This design comes from an exercise in tuning for small area, a short achievable clock period and few clock cycles per item on the open sky130 flow, not from production work. In this exercise RTL edits were held to simulation tests only and were not proved equivalent to the original. No activity file was given, so power comes from the tool's default toggle rates.

==> flow/design.v (excerpt) <==
module timed_event_replay_queue #(
    parameter int QUEUE_DEPTH = 16
) (
    input  logic               i_clk,
    input  logic               i_rst_n,
    input  logic               i_start,
    output logic               o_busy,
    input  logic               i_action,
    input  logic signed [31:0] i_now_time,
    input  logic signed [31:0] i_event_stamp,
    input  logic               i_event_is_reset,
    input  logic        [31:0] i_event_payload,
    output logic               o_valid,
    output logic        [2:0]  o_status,
    output logic        [30:0] o_wait_delay,
    output logic signed [31:0] o_out_stamp,
    output logic               o_out_is_reset,
    output logic        [31:0] o_out_payload
);
Size in the first run: ~3,600 cells after synthesis, ~200 I/O pins, ~0.055 mm2 of cells after synthesis.
==> flow/config.mk <==
export PLATFORM = sky130hd
export DESIGN_NAME = timed_event_replay_queue
export DESIGN_NICKNAME = timed_event_replay_queue
export VERILOG_FILES = /design/flow/design.v
export SDC_FILE = /design/flow/constraint.sdc
export NUM_CORES = 4
export LEC_CHECK = 0
export CAP_MARGIN = 20
export CORE_MARGIN = 2
export CORE_UTILIZATION = 72
export CTS_BUF_LIST = sky130_fd_sc_hd__clkbuf_8
export CTS_CLUSTER_DIAMETER = 150
export CTS_CLUSTER_SIZE = 14
export PLACE_DENSITY = 0.85
export SETUP_SLACK_MARGIN = 5
export SLEW_MARGIN = 20
export TNS_END_PERCENT = 2
==> flow/constraint.sdc <==
create_clock -name core_clock -period 9.0 [get_ports {i_clk}]
set_input_delay 1.8000 -clock core_clock [delete_from_list [all_inputs] [get_ports {i_clk}]]
set_output_delay 1.8000 -clock core_clock [all_outputs]
set_load 0.01 [all_outputs]
standard.sh (not shown) runs the stock make flow with config.mk's settings and CLKGATE_MAP_FILE= SYNTH_SCRIPT=/design/flow/synth_recipe.tcl, a recipe that flattens the netlist after the stock synthesis.
==> flow/flow/run.sh <==
#!/bin/bash
# The standard layout, with buf_2 cells as the port buffers (the standard flow's
# buffer_ports picks a slow delay buffer). Everything else is the standard.sh.
set -euo pipefail
export BUFFER_PORTS_ARGS="-buffer_cell sky130_fd_sc_hd__buf_2"
bash standard.sh > standard.log 2>&1
The starting point produced a clean layout.
Testbench counts at the start, summed over its fixed seeds: cycles 16,016, items 16,000.
Change:
--- a/flow/config.mk
+++ b/flow/config.mk
@@ -8,9 +8,9 @@
 export CAP_MARGIN = 20
 export CORE_MARGIN = 2
-export CORE_UTILIZATION = 72
+export CORE_UTILIZATION = 65
 export CTS_BUF_LIST = sky130_fd_sc_hd__clkbuf_8
 export CTS_CLUSTER_DIAMETER = 150
 export CTS_CLUSTER_SIZE = 14
-export PLACE_DENSITY = 0.85
+export PLACE_DENSITY = 0.8
 export SETUP_SLACK_MARGIN = 5
 export SLEW_MARGIN = 20
Effect: The new run passed the timing, DRC and antenna checks. Final area stays flat. Total power drops by 1.1%. Die area climbs by 11%. Global-route usage drops by 3.4 points. Via count drops by 4.3%. Critical path depth drops by 1. Maximum frequency climbs by about 8%. Routed wire length drops by 5.6%. Setup slack is better by 0.32 ns. Worst hold slack barely changes.
Change:
==> flow/run.sh (new file) <==
#!/bin/bash
# synth_recipe.tcl (not shown) runs the flow's synth.tcl, then flattens the netlist and writes it again
# the make line also repeats each setting of config.mk as NAME=value (left out here)
make -C /OpenROAD-flow-scripts/flow DESIGN_CONFIG=/design/flow/config.mk WORK_HOME=/design/flow/orfs CLKGATE_MAP_FILE= SYNTH_SCRIPT=/design/flow/synth_recipe.tcl finish
--- a/flow/config.mk
+++ b/flow/config.mk
@@ -10,8 +10,6 @@
 export CORE_UTILIZATION = 65
 export CTS_BUF_LIST = sky130_fd_sc_hd__clkbuf_8
-export CTS_CLUSTER_DIAMETER = 150
-export CTS_CLUSTER_SIZE = 14
-export PLACE_DENSITY = 0.8
+export CTS_CLUSTER_SIZE = 20
 export SETUP_SLACK_MARGIN = 5
 export SLEW_MARGIN = 20
-export TNS_END_PERCENT = 2
+export TNS_END_PERCENT = 10
removed: flow/flow/run.sh
removed: flow/standard.sh
Result:
- clock skew is about the same
- flip-flop and latch count is unchanged
- area after synthesis does not change
Change:
==> flow/flow/run.sh (new file) <==
#!/bin/bash
# The standard layout, with buf_2 cells as the port buffers (the standard flow's
# buffer_ports picks a slow delay buffer). Everything else is the standard.sh.
set -euo pipefail
export BUFFER_PORTS_ARGS="-buffer_cell sky130_fd_sc_hd__buf_2"
bash standard.sh > standard.log 2>&1
==> flow/standard.sh (new file) <==
#!/bin/bash
# synth_recipe.tcl (not shown) runs the flow's synth.tcl, then flattens the netlist and writes it again
# the make line also repeats each setting of config.mk as NAME=value (left out here)
make -C /OpenROAD-flow-scripts/flow DESIGN_CONFIG=/design/flow/config.mk WORK_HOME=/design/flow/orfs CLKGATE_MAP_FILE= SYNTH_SCRIPT=/design/flow/synth_recipe.tcl "${@:-finish}"
--- a/flow/config.mk
+++ b/flow/config.mk
@@ -10,6 +10,7 @@
 export CORE_UTILIZATION = 65
 export CTS_BUF_LIST = sky130_fd_sc_hd__clkbuf_8
-export CTS_CLUSTER_SIZE = 20
+export CTS_CLUSTER_DIAMETER = 150
+export CTS_CLUSTER_SIZE = 14
 export SETUP_SLACK_MARGIN = 5
 export SLEW_MARGIN = 20
-export TNS_END_PERCENT = 10
+export TNS_END_PERCENT = 2
removed: flow/run.sh
After rerunning: The new run produced a clean layout; critical path depth came out lower by 1; power came out lower by 10%; die area does not change; register-to-register slack gets better by 0.04 ns; clock-buffer cell count came out lower by 118; cell area came out lower by 4.0%; final cell count came out lower by about 2.8%; wire length came out higher by about 0.33%; sequential power hardly moves; sequential share of layout area came out higher by 2.6 points.
Change:
==> flow/run.sh (new file) <==
#!/bin/bash
# synth_recipe.tcl (not shown) runs the flow's synth.tcl, then flattens the netlist and writes it again
# the make line also repeats each setting of config.mk as NAME=value (left out here)
make -C /OpenROAD-flow-scripts/flow DESIGN_CONFIG=/design/flow/config.mk WORK_HOME=/design/flow/orfs CLKGATE_MAP_FILE= SYNTH_SCRIPT=/design/flow/synth_recipe.tcl finish
removed: flow/flow/run.sh
removed: flow/standard.sh
The changed run ran to the end with no violations.
Utilization rises by 0.65 points.
Power is about the same.
Global-route usage falls by 1.3 points.
Routed wire length falls by a few percent.
Fmax falls by a few percent.
Setup slack got worse by 0.094 ns.

* * *

## run B
The RTL this note starts from:
==> flow/design.v <==
package terq_pkg;
    typedef enum logic [2:0] {
        ST_PUSHED   = 3'd0,
        ST_DROPPED  = 3'd1,
        ST_EMPTY    = 3'd2,
        ST_WAIT     = 3'd3,
        ST_RELEASED = 3'd4
    } t_status;
    typedef struct packed {
        logic signed [31:0] stamp;
        logic               is_reset;
        logic        [31:0] payload;
    } t_entry;
    localparam logic [30:0] DELAY_MAX = 31'h7FFF_FFFF;
endpackage
module timed_event_replay_queue #(
    parameter int QUEUE_DEPTH = 16
) (
    input  logic               i_clk,
    input  logic               i_rst_n,
    input  logic               i_start,
    output logic               o_busy,
    input  logic               i_action,
    input  logic signed [31:0] i_now_time,
    input  logic signed [31:0] i_event_stamp,
    input  logic               i_event_is_reset,
    input  logic        [31:0] i_event_payload,
    output logic               o_valid,
    output logic        [2:0]  o_status,
    output logic        [30:0] o_wait_delay,
    output logic signed [31:0] o_out_stamp,
    output logic               o_out_is_reset,
    output logic        [31:0] o_out_payload
);
    localparam int MEM_DEPTH = QUEUE_DEPTH - 1;
    localparam int MEM_MAX   = QUEUE_DEPTH - 1;    
    localparam int MCNT_W    = $clog2(MEM_MAX + 1);
    localparam logic [MCNT_W-1:0] MEM_FULL = MCNT_W'(MEM_MAX);
    assign o_busy = 1'b0;
    logic        r_in_valid;
    logic        r_in_action;
    logic [31:0] r_in_now;
    logic [31:0] r_in_ela;       
    logic        r_in_drop;      
    logic [64:0]          r_head;             
    logic                 r_hv;               
    logic [64:0]          mem [MEM_DEPTH];
    logic [MEM_DEPTH-1:0] r_rd;               
    logic [MEM_DEPTH-1:0] r_wr;               
    logic [MCNT_W-1:0]    r_mc;               
    logic [31:0]          r_ms, r_tb, r_off;
    logic                 r_ms_set, r_tb_set;
    wire [31:0] h_stamp = r_head[64:33];
    wire        h_isr   = r_head[32];
    logic [64:0] mem_rd;
    always_comb begin
        mem_rd = '0;
        for (int i = 0; i < MEM_DEPTH; i++) mem_rd = mem_rd | (r_rd[i] ? mem[i] : 65'd0);
    end
    wire mem_any  = (r_mc != '0);
    wire [MCNT_W-1:0] mc_inc = r_mc + 1'b1;
    wire [MCNT_W-1:0] mc_dec = r_mc - 1'b1;
    wire not_full = !r_hv || (r_mc != MEM_FULL);
    wire do_poll = r_in_valid && r_in_action && r_hv;
    wire [31:0] now = r_in_now;
    wire [31:0] ela = r_in_ela;               
    wire [31:0] dm1 = ela + ~r_off;           
    wire off_le0 = r_off[31] || (r_off == 32'd0);
    wire signed [31:0] ela_s = ela;
    wire signed [31:0] off_s = r_off;
    wire due_set = ela_s >= off_s;
    wire due     = r_ms_set ? due_set : off_le0;
    wire [31:0] wdel  = r_ms_set ? ~dm1 : r_off;
    wire        sat   = r_ms_set && !r_off[31] && ela[31] && wdel[31];
    wire [30:0] delay = sat ? 31'h7FFF_FFFF : wdel[30:0];
    wire now_pos   = !now[31] && (now != 32'd0);
    wire stamp_pos = !h_stamp[31] && (h_stamp != 32'd0);
    wire release_h = do_poll && due;
    wire rebase    = release_h && h_isr;
    wire cap_ms    = do_poll && (!r_ms_set || rebase);
    wire cap_tb    = do_poll && (!r_tb_set || rebase);
    wire load_head = (release_h || !r_hv) && mem_any;
    wire [31:0] x         = mem_rd[64:33];
    wire [31:0] x_tb      = x - r_tb;
    wire [31:0] x_h       = x - h_stamp;
    wire        tb_from_h = r_hv && (!r_tb_set || h_isr);
    wire        tb_set_nx = tb_from_h ? stamp_pos : r_tb_set;
    wire [31:0] ela_new = i_now_time - now;
    wire [31:0] ela_old = i_now_time - r_ms;
    wire push_in = i_start && !i_action;
    wire room    = not_full || release_h;
    wire push_ok = push_in && room;
    always_ff @(posedge i_clk) begin
        if (!i_rst_n) r_in_valid <= 1'b0;
        else          r_in_valid <= i_start;
    end
    always_ff @(posedge i_clk) begin
        r_in_action <= i_action;
        r_in_now    <= i_now_time;
        r_in_ela    <= (ela_new & {32{cap_ms}}) | (ela_old & {32{!cap_ms}});
        r_in_drop   <= !room;
    end
    always_ff @(posedge i_clk) begin
        if (!i_rst_n) begin
            r_hv     <= 1'b0;
            r_rd     <= MEM_DEPTH'(1);
            r_wr     <= MEM_DEPTH'(1);
            r_mc     <= '0;
            r_ms_set <= 1'b0;
            r_tb_set <= 1'b0;
        end else begin
            if (load_head)      r_hv <= 1'b1;
            else if (release_h) r_hv <= 1'b0;
            if (load_head) r_rd <= {r_rd[MEM_DEPTH-2:0], r_rd[MEM_DEPTH-1]};
            if (push_ok)   r_wr <= {r_wr[MEM_DEPTH-2:0], r_wr[MEM_DEPTH-1]};
            r_mc <= (mc_inc & {MCNT_W{push_ok && !load_head}})
                  | (mc_dec & {MCNT_W{load_head && !push_ok}})
                  | (r_mc   & {MCNT_W{push_ok == load_head}});
            if (cap_ms) r_ms_set <= now_pos;
            if (cap_tb) r_tb_set <= stamp_pos;
        end
    end
    always_ff @(posedge i_clk) begin
        if (cap_ms) r_ms <= now;
        if (cap_tb) r_tb <= h_stamp;
        if (load_head) begin
            r_head <= mem_rd;
            r_off  <= !tb_set_nx ? 32'd0 : tb_from_h ? x_h : x_tb;
        end
    end
    wire [64:0] in_entry = {i_event_stamp, i_event_is_reset, i_event_payload};
    always_ff @(posedge i_clk) begin
        for (int i = 0; i < MEM_DEPTH; i++) begin
            if (push_in && r_wr[i] && room) mem[i] <= in_entry;
        end
    end
    logic        r_out_valid;
    logic [2:0]  r_out_status;
    logic [30:0] r_out_delay;
    logic [64:0] r_out_entry;
    always_ff @(posedge i_clk) begin
        if (!i_rst_n) r_out_valid <= 1'b0;
        else          r_out_valid <= r_in_valid;
    end
    always_ff @(posedge i_clk) begin
        if (!r_in_action)  r_out_status <= r_in_drop ? terq_pkg::ST_DROPPED : terq_pkg::ST_PUSHED;
        else if (!r_hv)    r_out_status <= terq_pkg::ST_EMPTY;
        else               r_out_status <= due ? terq_pkg::ST_RELEASED : terq_pkg::ST_WAIT;
        r_out_delay <= (r_in_action && r_hv) ? delay : 31'd0;    
        r_out_entry <= (r_in_action && r_hv) ? r_head : 65'd0;
    end
    assign o_valid        = r_out_valid;
    assign o_status       = r_out_status;
    assign o_wait_delay   = r_out_status[2] ? 31'd0 : r_out_delay;
    assign o_out_stamp    = r_out_entry[64:33];
    assign o_out_is_reset = r_out_entry[32];
    assign o_out_payload  = r_out_entry[31:0];
endmodule
export LEC_CHECK = 0
export CAP_MARGIN = 20
export CORE_MARGIN = 2
export CORE_UTILIZATION = 65
export CTS_BUF_LIST = sky130_fd_sc_hd__clkbuf_8
export CTS_CLUSTER_DIAMETER = 150
export CTS_CLUSTER_SIZE = 14
export PLACE_DENSITY = 0.8
export SETUP_SLACK_MARGIN = 5
export SLEW_MARGIN = 20
export TNS_END_PERCENT = 2
create_clock -name core_clock -period 9.0 [get_ports {i_clk}]
==> flow/flow/run.sh <==
#!/bin/bash
# The standard layout, with buf_2 cells as the port buffers (the standard flow's
# buffer_ports picks a slow delay buffer). Everything else is the standard.sh.
set -euo pipefail
export BUFFER_PORTS_ARGS="-buffer_cell sky130_fd_sc_hd__buf_2"
bash standard.sh > standard.log 2>&1
Testbench counts of run B, summed over its fixed seeds: cycles 16,016, items 16,000.
diff inputs: run B => run C
diff --git a/flow/flow/run.sh b/flow/flow/run.sh
--- a/flow/flow/run.sh
+++ b/flow/flow/run.sh
@@ -3 +3,2 @@
-# buffer_ports picks a slow delay buffer). Everything else is the standard.sh.
+# buffer_ports picks a slow delay buffer), and a clock tree without dummy loads.
+# Everything else is the standard.sh.
@@ -5,0 +7 @@
+export CTS_ARGS="-sink_clustering_enable -repair_clock_nets -sink_clustering_size 14 -sink_clustering_max_diameter 150 -buf_list sky130_fd_sc_hd__clkbuf_8 -dont_use_dummy_load"
--- outcome ---
- Highest-delay cell along the critical path = sky130_fd_sc_hd__dfxtp_2: run B; highest-delay cell along the critical path = sky130_fd_sc_hd__a311oi_4: run C
- Going from run B to run C, critical path depth shrinks by 3.
- met1 usage in global routing for run C is higher than for run B.
- Fraction of the cycle the final worst path needs: higher on run C
- Sequential cell count came out exactly the same in run C and run B.
- Looking only at final cell count, and setting everything else aside, the lower value of run C and run B goes to run C.
- Sequential fraction of total cell area: run C > run B

## separate check: timing with driven ports
How much do the figures lean on ideal ports? The routed layouts below were timed once more, with nothing changed but the port constraints.
Step 1 (the two cells are an assumption about what drives the block):
set clk [get_ports {i_clk}]
set_driving_cell -lib_cell sky130_fd_sc_hd__clkbuf_16 $clk
set_driving_cell -lib_cell sky130_fd_sc_hd__buf_2 [delete_from_list [all_inputs] $clk]
Step 2 also shifts input and output timing later by t, the mid clock arrival at the registers, as if the neighbouring blocks saw the same clock.
Slacks: ideal / step 1 / step 2; pairs: ideal / step 1.
| run | t, ns | setup slack, ns | worst register clock-pin slew, ns | cell pins on the clock port's net |
|---|---|---|---|---|
| the first run of note 1 | 0.847 | 4.661 / 4.661 / 4.152 | 0.11 / 0.11 | 1 |
| the second run of note 1 | 0.843 | 4.982 / 4.982 / 4.244 | 0.11 / 0.11 | 1 |
| the third run of note 1 | 0.960 | 4.940 / 4.940 / 4.004 | 0.07 / 0.07 | 1 |
| the fourth run of note 1 | 0.850 | 4.983 / 4.983 / 4.267 | 0.11 / 0.11 | 1 |
| the fifth run of note 1 | 0.855 | 4.889 / 4.889 / 4.217 | 0.11 / 0.11 | 1 |
| run B | 0.816 | 4.962 / 4.962 / 4.272 | 0.12 / 0.12 | 1 |
| run C | 0.813 | 4.855 / 4.855 / 4.185 | 0.10 / 0.10 | 1 |
After both steps setup and hold are still met in every run listed. For the third run of note 1, which loses most, drivers alone change the setup slack by 0.000 ns; drivers and shift together by -0.936 ns.
